This design comes from an exercise in tuning for small area on the open sky130 flow, not from production work. In this exercise RTL edits were held to simulation tests only and were not proved equivalent to the original. Power figures rest on the tool's default switching activity, not on a simulated workload. The clock port is modelled as an ideal driver; clocking choices that lean on that would not hold on a real chip.

==> flow/design.v (excerpt) <==
module morphPipeline (
    input  logic        PCLK,
    input  logic        reset_i,
    input  logic [7:0]  luma_i,
    input  logic [7:0]  threshold_i,
    input  logic [1:0]  mode_i,
    output logic [11:0] hCnt_o,
    output logic [10:0] vCnt_o,
    output logic        pixel_o,
    output logic [11:0] outHCnt_o,
    output logic [10:0] outVCnt_o,
    output logic        outValid_o
);
Size: roughly 1100 cells after synthesis, roughly 68 I/O pins, about 18000 µm² of cells after synthesis.
==> flow/config.mk <==
export PLATFORM = sky130hd
export DESIGN_NAME = morphPipeline
export DESIGN_NICKNAME = morphPipeline
export VERILOG_FILES = /design/flow/design.v
export SDC_FILE = /design/flow/constraint.sdc
export NUM_CORES = 4
export LEC_CHECK = 0
export ABC_AREA = 1
export CAP_MARGIN = 20
export CORE_MARGIN = 2
export CORE_UTILIZATION = 75
export CTS_BUF_LIST = sky130_fd_sc_hd__clkbuf_8
export CTS_CLUSTER_DIAMETER = 60
export CTS_CLUSTER_SIZE = 20
export PLACE_DENSITY = 0.85
export SLEW_MARGIN = 20
==> flow/constraint.sdc <==
create_clock -name core_clock -period 10.0 [get_ports {PCLK}]
set_input_delay 2.0000 -clock core_clock [delete_from_list [all_inputs] [get_ports {PCLK}]]
set_output_delay 2.0000 -clock core_clock [all_outputs]
set_load 0.01 [all_outputs]
standard.sh (not shown) runs the stock make flow with config.mk's settings and CLKGATE_MAP_FILE= SYNTH_SCRIPT=/design/flow/synth_recipe.tcl, a recipe that flattens the netlist after the stock synthesis.
==> flow/flow/run.sh <==
#!/bin/bash
# Own layout flow:
#  1. the standard synthesis, unchanged (bash standard.sh synth);
#  2. its combinational cells re-mapped by Yosys/ABC for area, with every
#     flip-flop kept as it is (same instance, name and cell type); the
#     result must prove equivalent to the standard netlist, else the
#     standard netlist is kept;
#  3. the rest of the standard layout (bash standard.sh), with the
#     port buffers that placement inserts made of the smallest buffer.
# Each tool writes its full output to a log file in this folder.
set -euo pipefail
HERE=$(pwd)
R=$HERE/orfs/results/$FLOW_PLATFORM/morphPipeline/base
LIB=$FLOW_HOME/platforms/$FLOW_PLATFORM/lib/sky130_fd_sc_hd__tt_025C_1v80.lib
YOSYS=$FLOW_HOME/../tools/install/yosys/bin/yosys
[[ -x $YOSYS ]] || YOSYS=$(command -v yosys)
export BUFFER_PORTS_ARGS="-buffer_cell sky130_fd_sc_hd__buf_1"

bash standard.sh synth > flow_1_standard_synth.log 2>&1
cp "$R/1_2_yosys.v" std_1_2_yosys.v

sed -e "s#@LIB@#$LIB#g" -e "s#@IN@#$HERE/std_1_2_yosys.v#g" -e "s#@OUT@#$HERE/remap_1_2_yosys.v#g" \
    -e "s#@TMP@#$HERE/remap_flat.v#g" -e "s#@DONTUSE@#$(cat flow/dont_use.txt)#g" flow/remap.ys > remap.ys
sed -e "s#@LIB@#$LIB#g" -e "s#@A@#$HERE/std_1_2_yosys.v#g" -e "s#@B@#$HERE/remap_1_2_yosys.v#g" \
    flow/equiv.ys > equiv.ys

if "$YOSYS" -l flow_2_remap.log -q -s remap.ys > /dev/null 2>&1 &&
   "$YOSYS" -l flow_3_equiv.log -q -s equiv.ys > /dev/null 2>&1; then
  echo "remapped netlist proved equivalent; using it" > flow_remap_decision.log
  cp remap_1_2_yosys.v "$R/1_2_yosys.v"
  touch "$R/1_2_yosys.v"
else
  echo "remap failed or not proved equivalent; keeping the standard netlist" > flow_remap_decision.log
fi

bash standard.sh > flow_4_standard_layout.log 2>&1
Other scripts of this flow, unchanged in this note and not shown: flow/flow/dont_use.txt, flow/flow/equiv.ys, flow/flow/remap.ys
==> next run, changes <==
CORE_UTILIZATION = 65   (was 75)
PLACE_DENSITY = 0.75   (was 0.85)
=> The changed run passed the timing, DRC and antenna checks; worst hold slack gets worse by 0.0052 ns; cell area climbs by 0.62%; sequential cell count stays the same; critical path depth came out lower by 1; global-route usage falls by 6.1 points.
==> next run, changes <==
CTS_BUF_LIST = sky130_fd_sc_hd__clkbuf_8 sky130_fd_sc_hd__clkbuf_16   (was sky130_fd_sc_hd__clkbuf_8)
CTS_CLUSTER_DIAMETER = 70   (was 60)
CTS_CLUSTER_SIZE = 28   (was 20)
Routed wire length rose by 9.7%.
Setup slack gets worse by 0.22 ns.
Design area rose by 0.93%.
Synthesized area does not change.
Combinational power rose by 5.9%.
Non-clock buffer count stays the same.
Via count fell by about 0.5%.
==> next run, changes <==
CTS_BUF_LIST = sky130_fd_sc_hd__clkbuf_16   (was sky130_fd_sc_hd__clkbuf_8 sky130_fd_sc_hd__clkbuf_16)
CTS_CLUSTER_DIAMETER = 80   (was 70)
CTS_CLUSTER_SIZE = 34   (was 28)
The changed run completed without violations.
Sequential cell count stays the same.
Synthesized cell count stays the same.
Via count went down slightly.
Clock-buffer cell count went down by 8.
Sequential power barely changes.
Wire length went down by a little under a tenth.
Non-clock buffer count does not change.
Clock power went down by roughly a tenth.

---

The RTL this note starts from:
==> flow/design.v <==
package morphPkg;
    localparam int HCNT_W = 12;
    localparam int VCNT_W = 11;
    localparam int H_W = 9;
    localparam int V_W = 8;
    localparam int LINE = 328;
endpackage
`timescale 1ns/1ps
module videoTiming (
    input  logic                     PCLK,
    input  logic                     reset_i,
    output logic [morphPkg::H_W-1:0] h_o,
    output logic [morphPkg::V_W-1:0] v_o
);
    logic hLast;
    logic vLast;
    assign hLast = h_o[8] & h_o[6] & h_o[2] & h_o[1] & h_o[0];
    assign vLast = v_o[7] & v_o[6] & v_o[5] & v_o[4] & v_o[0];
    always_ff @(posedge PCLK) begin
        if (reset_i) begin
            h_o <= '0;
            v_o <= '0;
        end else if (hLast) begin
            h_o <= '0;
            v_o <= (vLast) ? '0 : v_o + 1'b1;
        end else begin
            h_o <= h_o + 1'b1;
        end
    end
endmodule
`timescale 1ns/1ps
module binarizer (
    input  logic       PCLK,
    input  logic       reset_i,
    input  logic       frameStart_i,
    input  logic       active_i,
    input  logic [7:0] luma_i,
    input  logic [7:0] threshold_i,
    output logic       bit_o
);
    logic [7:0] thrLatch;
    logic [7:0] thrUse;
    assign thrUse = frameStart_i ? threshold_i : thrLatch;
    always_ff @(posedge PCLK) begin
        thrLatch <= thrUse;
    end
    assign bit_o = active_i & ~reset_i & (luma_i >= thrUse);
endmodule
`timescale 1ns/1ps
module morphWindow #(
    parameter int LEN = 328
) (
    input  logic           PCLK,
    input  logic           d_i,
    output logic [LEN-1:0] sr_o
);
    always_ff @(posedge PCLK) begin
        sr_o <= {sr_o[LEN-2:0], d_i};
    end
endmodule
`timescale 1ns/1ps
module morphStage (
    input  logic PCLK,
    input  logic isOpen_i,
    input  logic isClose_i,
    input  logic row0_i,       
    input  logic keepOpen_i,   
    input  logic keepClose_i,  
    input  logic bit_i,
    output logic s2_o
);
    localparam int L = morphPkg::LINE;
    logic [L:0]   laneA;
    logic [L-1:0] laneP;
    logic [L-1:0] laneQ;
    logic aO, p1, q1;    
    logic aH, p2, q2;    
    logic bH;            
    logic v1, v1a, v1b;
    logic s1;
    logic v2, v2a, v2b;
    logic pN, qN;
    morphWindow #(.LEN(L + 1)) lineA (.PCLK(PCLK), .d_i(bit_i), .sr_o(laneA));
    morphWindow #(.LEN(L))     lineP (.PCLK(PCLK), .d_i(pN),    .sr_o(laneP));
    morphWindow #(.LEN(L))     lineQ (.PCLK(PCLK), .d_i(qN),    .sr_o(laneQ));
    assign aO = laneA[L-1] & ~row0_i;
    assign p1 = laneP[L-2] & ~row0_i;
    assign q1 = laneQ[L-2] & ~row0_i;
    assign aH = laneA[L]   & ~row0_i;
    assign p2 = laneP[L-1] & ~row0_i;
    assign q2 = laneQ[L-1] & ~row0_i;
    assign bH = laneA[0];
    always_comb begin
        if (isOpen_i)       v1 = aO & (p1 | q1) & bit_i;
        else if (isClose_i) v1 = aO | (p1 & q1) | bit_i;
        else                v1 = aO;
    end
    always_ff @(posedge PCLK) begin
        v1a <= v1;
        v1b <= v1a;
    end
    always_comb begin
        if (isOpen_i)       s1 = v1b & v1a & v1;
        else if (isClose_i) s1 = v1b | v1a | v1;
        else                s1 = v1a;
    end
    always_comb begin
        if (isOpen_i) begin
            v2 = p2 | s1;
            pN = s1 | (p2 & q2);
            qN = pN ? s1 : (aH & bH);
        end else if (isClose_i) begin
            v2 = p2 & s1;
            pN = s1 & (p2 | q2);
            qN = pN ? (aH | bH) : s1;
        end else begin
            v2 = p2;
            pN = s1;
            qN = 1'b0;
        end
    end
    always_ff @(posedge PCLK) begin
        v2a <= v2;
        v2b <= v2a;
    end
    always_comb begin
        if (isOpen_i)       s2_o = (v2b | v2a | v2) & keepOpen_i;
        else if (isClose_i) s2_o = (v2b & v2a & v2) & keepClose_i;
        else                s2_o = v2a;
    end
endmodule
`timescale 1ns/1ps
module morphPipeline (
    input  logic        PCLK,
    input  logic        reset_i,
    input  logic [7:0]  luma_i,
    input  logic [7:0]  threshold_i,
    input  logic [1:0]  mode_i,
    output logic [11:0] hCnt_o,
    output logic [10:0] vCnt_o,
    output logic        pixel_o,
    output logic [11:0] outHCnt_o,
    output logic [10:0] outVCnt_o,
    output logic        outValid_o
);
    logic [morphPkg::H_W-1:0] h;
    logic [morphPkg::V_W-1:0] v;
    logic       frameStart;
    logic       active;
    logic       bin;
    logic [1:0] modeLatch;
    logic [1:0] modeUse;
    logic       hEdge1, vEdge1, hEdge2, vEdge2;
    logic       s2;
    logic [2:0] outPipe;
    videoTiming timing (
        .PCLK    (PCLK),
        .reset_i (reset_i),
        .h_o     (h),
        .v_o     (v)
    );
    assign hCnt_o = {3'b000, h};
    assign vCnt_o = {3'b000, v};
    assign active     = ~(h[8] & h[6]) & ~(&v[7:4]);
    assign frameStart = (h == '0) && (v == '0);
    assign modeUse = frameStart ? mode_i : modeLatch;
    always_ff @(posedge PCLK) begin
        modeLatch <= modeUse;
    end
    binarizer binarize (
        .PCLK         (PCLK),
        .reset_i      (reset_i),
        .frameStart_i (frameStart),
        .active_i     (active),
        .luma_i       (luma_i),
        .threshold_i  (threshold_i),
        .bit_o        (bin)
    );
    assign hEdge1 = (h == 9'd2) || (h == 9'd321);
    assign vEdge1 = (v == 8'd2) || (v == 8'd241);
    assign hEdge2 = hEdge1 || (h == 9'd3) || (h == 9'd320);
    assign vEdge2 = vEdge1 || (v == 8'd3) || (v == 8'd240);
    morphStage engine (
        .PCLK        (PCLK),
        .isOpen_i    (modeLatch == 2'd1),
        .isClose_i   (modeLatch == 2'd2),
        .row0_i      (v == '0),
        .keepOpen_i  (~hEdge1 & ~vEdge1),
        .keepClose_i (~hEdge2 & ~vEdge2),
        .bit_i       (bin),
        .s2_o        (s2)
    );
    always_ff @(posedge PCLK) begin
        outPipe <= {outPipe[1:0], s2};
    end
    assign outValid_o = (h >= 9'd5) && (h <= 9'd324) && (v >= 8'd2);
    assign pixel_o    = outPipe[2] & outValid_o;
    assign outHCnt_o  = {3'b000, h - 9'd5};
    assign outVCnt_o  = {3'b000, v - 8'd2};
endmodule
Settings: LEC_CHECK=0, CAP_MARGIN=20, CORE_MARGIN=2, CORE_UTILIZATION=45, SLEW_MARGIN=20; clock period 10.0 ns.
run.sh (not shown) runs the stock make flow with config.mk's settings and CLKGATE_MAP_FILE= SYNTH_SCRIPT=/design/flow/synth_recipe.tcl, a recipe that flattens the netlist after the stock synthesis.
Stock flow here: none of the scripts above is used.
Edit:
CTS_BUF_LIST = sky130_fd_sc_hd__clkbuf_8   (was not set)
CTS_CLUSTER_DIAMETER = 60   (was not set)
CTS_CLUSTER_SIZE = 20   (was not set)
=>
- The new run completed without violations
- count of clock-buffer cells in the layout falls by 68
- fmax falls by 1.8%
- non-clock buffer count stays the same
- wire length falls by 5.5%
- design area falls by 8.0%
- worst setup slack loses 83 ps
- critical path depth rises by 3
- die area stays the same
- clock skew rises by 19 ps
- sequential power barely changes
- total power falls by 23%
Edit:
CTS_BUF_LIST = sky130_fd_sc_hd__clkbuf_4   (was sky130_fd_sc_hd__clkbuf_8)
CTS_CLUSTER_DIAMETER = 40   (was 60)
CTS_CLUSTER_SIZE = 10   (was 20)
Final cell count came out higher by a few percent.
Synthesized area does not change.
Cell area came out higher slightly.
Worst setup slack is worse by 140 ps.
Total power came out higher by a few percent.
Critical path depth does not change.
Maximum frequency came out lower by a few percent.

---

RTL: one of the versions met above, not the one the previous note started from.
Size in the first run: ~68 I/O pins.
## morphPipeline
module morphPipeline (
    input  logic        PCLK,
    input  logic        reset_i,
    input  logic [7:0]  luma_i,
    input  logic [7:0]  threshold_i,
    input  logic [1:0]  mode_i,
    output logic [11:0] hCnt_o,
    output logic [10:0] vCnt_o,
    output logic        pixel_o,
    output logic [11:0] outHCnt_o,
    output logic [10:0] outVCnt_o,
    output logic        outValid_o
);
    logic [morphPkg::H_W-1:0] h;
    logic [morphPkg::V_W-1:0] v;
    logic       frameStart;
    logic       active;
    logic       bin;
    logic [1:0] modeLatch;
    logic [1:0] modeUse;
    logic       hEdge1, vEdge1, hEdge2, vEdge2;
    logic       s2;
    logic [2:0] outPipe;
    videoTiming timing (
        .PCLK    (PCLK),
        .reset_i (reset_i),
        .h_o     (h),
        .v_o     (v)
    );
    assign hCnt_o = {3'b000, h};
    assign vCnt_o = {3'b000, v};
    assign active     = ~(h[8] & h[6]) & ~(&v[7:4]);
    assign frameStart = (h == '0) && (v == '0);
    assign modeUse = frameStart ? mode_i : modeLatch;
    always_ff @(posedge PCLK) begin
        modeLatch <= modeUse;
    end
    binarizer binarize (
        .PCLK         (PCLK),
        .reset_i      (reset_i),
        .frameStart_i (frameStart),
        .active_i     (active),
        .luma_i       (luma_i),
        .threshold_i  (threshold_i),
        .bit_o        (bin)
    );
    assign hEdge1 = (~|h[8:2] & ~h[0]) | (h[8] & h[6] & h[0]);       
    assign vEdge1 = (~|v[7:2] & ~v[0]) | (&v[7:4] & v[0]);           
    assign hEdge2 = ~|h[8:2] | (h[8] & h[6]);                        
    assign vEdge2 = ~|v[7:2] | (&v[7:4]);                            
    morphStage engine (
        .PCLK        (PCLK),
        .isOpen_i    (modeUse == 2'd1),
        .isClose_i   (modeUse == 2'd2),
        .odd_i       (h[0]),
        .row0_i      (v == '0),
        .keepOpen_i  (~hEdge1 & ~vEdge1),
  ...
==> flow/config.mk <==
export PLATFORM = sky130hd
export DESIGN_NAME = morphPipeline
export DESIGN_NICKNAME = morphPipeline
export VERILOG_FILES = /design/flow/design.v
export SDC_FILE = /design/flow/constraint.sdc
export NUM_CORES = 4
export LEC_CHECK = 0
export ABC_AREA = 1
export CAP_MARGIN = 20
export CORE_MARGIN = 2
export CORE_UTILIZATION = 75
export CTS_BUF_LIST = sky130_fd_sc_hd__clkbuf_16
export CTS_CLUSTER_DIAMETER = 45
export CTS_CLUSTER_SIZE = 40
export PLACE_DENSITY = 0.85
export SLEW_MARGIN = 20
==> flow/constraint.sdc <==
create_clock -name core_clock -period 10.0 [get_ports {PCLK}]
set_input_delay 2.0000 -clock core_clock [delete_from_list [all_inputs] [get_ports {PCLK}]]
set_output_delay 2.0000 -clock core_clock [all_outputs]
set_load 0.01 [all_outputs]
standard.sh (not shown) runs the stock make flow with config.mk's settings and CLKGATE_MAP_FILE= SYNTH_SCRIPT=/design/flow/synth_recipe.tcl, a recipe that flattens the netlist after the stock synthesis.
==> flow/flow/run.sh <==
#!/bin/bash
# Own layout flow:
#  1. the standard synthesis, unchanged (bash standard.sh synth);
#  2. its combinational cells re-mapped by Yosys/ABC for area, with every
#     flip-flop kept as it is (same instance, name and cell type); the
#     result must prove equivalent to the standard netlist, else the
#     standard netlist is kept;
#  3. the rest of the standard layout (bash standard.sh), with the
#     port buffers that placement inserts made of the smallest buffer.
# Each tool writes its full output to a log file in this folder.
set -euo pipefail
HERE=$(pwd)
R=$HERE/orfs/results/$FLOW_PLATFORM/morphPipeline/base
LIB=$FLOW_HOME/platforms/$FLOW_PLATFORM/lib/sky130_fd_sc_hd__tt_025C_1v80.lib
YOSYS=$FLOW_HOME/../tools/install/yosys/bin/yosys
[[ -x $YOSYS ]] || YOSYS=$(command -v yosys)
export BUFFER_PORTS_ARGS="-buffer_cell sky130_fd_sc_hd__buf_1"

bash standard.sh synth > flow_1_standard_synth.log 2>&1
cp "$R/1_2_yosys.v" std_1_2_yosys.v

# The platform's don't-use cells, as its config.mk lists them
printf 'include %s\nprint:\n\t@echo $(DONT_USE_CELLS)\n' "$FLOW_HOME/platforms/$FLOW_PLATFORM/config.mk" > dont_use.mk
DONTUSE=$(make -s -f dont_use.mk print 2> flow_0_dont_use.log | tr ' ' '\n' | grep . | sed 's/^/-dont_use /' | tr '\n' ' ')
echo "$DONTUSE" > dont_use.txt
[[ -n $DONTUSE ]]

sed -e "s#@LIB@#$LIB#g" -e "s#@IN@#$HERE/std_1_2_yosys.v#g" -e "s#@OUT@#$HERE/remap_1_2_yosys.v#g" \
    -e "s#@TMP@#$HERE/remap_flat.v#g" -e "s#@DONTUSE@#$DONTUSE#g" flow/remap.ys > remap.ys
sed -e "s#@LIB@#$LIB#g" -e "s#@A@#$HERE/std_1_2_yosys.v#g" -e "s#@B@#$HERE/remap_1_2_yosys.v#g" \
    flow/equiv.ys > equiv.ys

if "$YOSYS" -l flow_2_remap.log -q -s remap.ys > /dev/null 2>&1 &&
   "$YOSYS" -l flow_3_equiv.log -q -s equiv.ys > /dev/null 2>&1; then
  echo "remapped netlist proved equivalent; using it" > flow_remap_decision.log
  cp remap_1_2_yosys.v "$R/1_2_yosys.v"
  touch "$R/1_2_yosys.v"
else
  echo "remap failed or not proved equivalent; keeping the standard netlist" > flow_remap_decision.log
fi

bash standard.sh > flow_4_standard_layout.log 2>&1
==> flow/flow/remap.ys <==
# Re-map the combinational cells of the standard synthesis for area.
# Flip-flops and tie cells stay black boxes, so they keep their instances.
read_liberty -ignore_miss_func @LIB@
blackbox sky130_fd_sc_hd__dfxtp_1
blackbox sky130_fd_sc_hd__edfxtp_1
blackbox sky130_fd_sc_hd__conb_1
read_verilog @IN@
hierarchy -top morphPipeline
flatten
opt -purge
rename -hide w:* x:* %d
opt_clean -purge
write_verilog -noattr @TMP@
design -reset
read_liberty -lib @LIB@
read_verilog @TMP@
hierarchy -top morphPipeline
proc
opt
techmap
opt -purge
abc -liberty @LIB@ @DONTUSE@
opt_clean -purge
splitnets
opt_clean -purge
hilomap -singleton -hicell sky130_fd_sc_hd__conb_1 HI -locell sky130_fd_sc_hd__conb_1 LO
insbuf -buf sky130_fd_sc_hd__buf_4 A X
check -assert -mapped
write_verilog -noattr -nohex -nodec @OUT@
Other scripts of this flow, unchanged in this note and not shown: flow/flow/equiv.ys
The starting point stopped in clock tree synthesis on DPL-0033.
Next try:
CORE_UTILIZATION = 65   (was 75)
CTS_BUF_LIST = sky130_fd_sc_hd__clkbuf_8   (was sky130_fd_sc_hd__clkbuf_16)
CTS_CLUSTER_DIAMETER = 60   (was 45)
CTS_CLUSTER_SIZE = 20   (was 40)
PLACE_DENSITY = 0.75   (was 0.85)
Result:
- The new run finished with timing, DRC and antenna clean
- area after synthesis is unchanged
- synthesized cell count stays the same
Next try:
--- a/flow/flow/run.sh
+++ b/flow/flow/run.sh
@@ -21,10 +21,4 @@
 
-# The platform's don't-use cells, as its config.mk lists them
-printf 'include %s\nprint:\n\t@echo $(DONT_USE_CELLS)\n' "$FLOW_HOME/platforms/$FLOW_PLATFORM/config.mk" > dont_use.mk
-DONTUSE=$(make -s -f dont_use.mk print 2> flow_0_dont_use.log | tr ' ' '\n' | grep . | sed 's/^/-dont_use /' | tr '\n' ' ')
-echo "$DONTUSE" > dont_use.txt
-[[ -n $DONTUSE ]]
-
 sed -e "s#@LIB@#$LIB#g" -e "s#@IN@#$HERE/std_1_2_yosys.v#g" -e "s#@OUT@#$HERE/remap_1_2_yosys.v#g" \
-    -e "s#@TMP@#$HERE/remap_flat.v#g" -e "s#@DONTUSE@#$DONTUSE#g" flow/remap.ys > remap.ys
+    -e "s#@TMP@#$HERE/remap_flat.v#g" -e "s#@DONTUSE@#$(cat flow/dont_use.txt)#g" flow/remap.ys > remap.ys
 sed -e "s#@LIB@#$LIB#g" -e "s#@A@#$HERE/std_1_2_yosys.v#g" -e "s#@B@#$HERE/remap_1_2_yosys.v#g" \
==> flow/flow/dont_use.txt (new file) <==
-dont_use sky130_fd_sc_hd__probe_p_8 -dont_use sky130_fd_sc_hd__probec_p_8 -dont_use sky130_fd_sc_hd__lpflow_bleeder_1 -dont_use sky130_fd_sc_hd__lpflow_clkbufkapwr_1 -dont_use sky130_fd_sc_hd__lpflow_clkbufkapwr_16 -dont_use sky130_fd_sc_hd__lpflow_clkbufkapwr_2 -dont_use sky130_fd_sc_hd__lpflow_clkbufkapwr_4 -dont_use sky130_fd_sc_hd__lpflow_clkbufkapwr_8 -dont_use sky130_fd_sc_hd__lpflow_clkinvkapwr_1 -dont_use sky130_fd_sc_hd__lpflow_clkinvkapwr_16 -dont_use sky130_fd_sc_hd__lpflow_clkinvkapwr_2 -dont_use sky130_fd_sc_hd__lpflow_clkinvkapwr_4 -dont_use sky130_fd_sc_hd__lpflow_clkinvkapwr_8 -dont_use sky130_fd_sc_hd__lpflow_decapkapwr_12 -dont_use sky130_fd_sc_hd__lpflow_decapkapwr_3 -dont_use sky130_fd_sc_hd__lpflow_decapkapwr_4 -dont_use sky130_fd_sc_hd__lpflow_decapkapwr_6 -dont_use sky130_fd_sc_hd__lpflow_decapkapwr_8 -dont_use sky130_fd_sc_hd__lpflow_inputiso0n_1 -dont_use sky130_fd_sc_hd__lpflow_inputiso0p_1 -dont_use sky130_fd_sc_hd__lpflow_inputiso1n_1 -dont_use sky130_fd_sc_hd__lpflow_inputiso1p_1 -dont_use sky130_fd_sc_hd__lpflow_inputisolatch_1 -dont_use sky130_fd_sc_hd__lpflow_isobufsrc_1 -dont_use sky130_fd_sc_hd__lpflow_isobufsrc_16 -dont_use sky130_fd_sc_hd__lpflow_isobufsrc_2 -dont_use sky130_fd_sc_hd__lpflow_isobufsrc_4 -dont_use sky130_fd_sc_hd__lpflow_isobufsrc_8 -dont_use sky130_fd_sc_hd__lpflow_isobufsrckapwr_16 -dont_use sky130_fd_sc_hd__lpflow_lsbuf_lh_hl_isowell_tap_1 -dont_use sky130_fd_sc_hd__lpflow_lsbuf_lh_hl_isowell_tap_2 -dont_use sky130_fd_sc_hd__lpflow_lsbuf_lh_hl_isowell_tap_4 -dont_use sky130_fd_sc_hd__lpflow_lsbuf_lh_isowell_4 -dont_use sky130_fd_sc_hd__lpflow_lsbuf_lh_isowell_tap_1 -dont_use sky130_fd_sc_hd__lpflow_lsbuf_lh_isowell_tap_2 -dont_use sky130_fd_sc_hd__lpflow_lsbuf_lh_isowell_tap_4 
CTS_CLUSTER_DIAMETER = 80   (was 60)
CTS_CLUSTER_SIZE = 22   (was 20)
Outcome: Core utilization goes down by 0.27 points. Total power decreases by 0.99%. Design area drops by about 0.4%.
Next try:
CTS_BUF_LIST = sky130_fd_sc_hd__clkbuf_16   (was sky130_fd_sc_hd__clkbuf_8)
CTS_CLUSTER_DIAMETER = 60   (was 80)
CTS_CLUSTER_SIZE = 32   (was 22)
=> The changed run finished with timing, DRC and antenna clean. Setup slack improved by 0.034 ns. Core utilization increases by 1.5 points. Worst hold slack stays flat. Sequential power barely changes. Wire length increases by 6.8%. Via count increases by about 0.55%. Cell count stays flat. Flip-flop and latch count is unchanged. Critical path depth does not change. Cell area increases by 2.1%.

re-timing with driven ports:
No port has a modelled driver above. Below, the same layouts with a new extraction and two added sets of constraints.
Step 1: set_driving_cell puts a clkbuf_16 on PCLK and a buf_2 on each other input, an assumption about the parent block.
Step 2 also shifts input and output timing later by t, the mid clock arrival at the registers, as if the neighbouring blocks saw the same clock.
Slacks: ideal ports / drivers / drivers and shift; pairs: ideal ports / drivers.
run | shift t [ns] | setup slack, ns | worst hold slack (ns) | latest minus earliest clock arrival (ns) | worst slew at a driven data input, ns
the first run of note 1 | 0.637 | 4.231 / 4.231 / 3.889 | 0.323 / 0.323 / 0.323 | 0.029 / 0.029 | 0.05
the second run of note 1 | 0.633 | 4.379 / 4.379 / 4.379 | 0.317 / 0.317 / 0.317 | 0.032 / 0.032 | 0.03
the third run of note 1 | 0.580 | 4.161 / 4.161 / 4.161 | 0.316 / 0.316 / 0.316 | 0.022 / 0.022 | 0.04
the fourth run of note 1 | 0.617 | 4.227 / 4.227 / 4.227 | 0.307 / 0.307 / 0.307 | 0.028 / 0.029 | 0.03
the first run of note 2 | 0.665 | 5.354 / 5.300 / 5.540 | 0.314 / 0.314 / 0.314 | 0.019 / 0.019 | 0.06
the second run of note 2 | 0.724 | 5.271 / 5.224 / 5.563 | 0.310 / 0.310 / 0.310 | 0.047 / 0.047 | 0.06
the third run of note 2 | 0.856 | 5.133 / 5.087 / 5.486 | 0.293 / 0.293 / 0.293 | 0.046 / 0.046 | 0.06
the second run of note 3 | 0.633 | 4.379 / 4.379 / 4.379 | 0.317 / 0.317 / 0.317 | 0.032 / 0.032 | 0.03
the third run of note 3 | 0.619 | 4.300 / 4.300 / 4.300 | 0.310 / 0.310 / 0.310 | 0.027 / 0.026 | 0.03
the fourth run of note 3 | 0.577 | 4.333 / 4.333 / 4.333 | 0.311 / 0.311 / 0.311 | 0.030 / 0.030 | 0.03
After both steps every run listed still meets setup and hold. For the first run of note 1, which loses most, drivers alone change the setup slack by 0.000 ns; drivers and shift together by -0.342 ns.
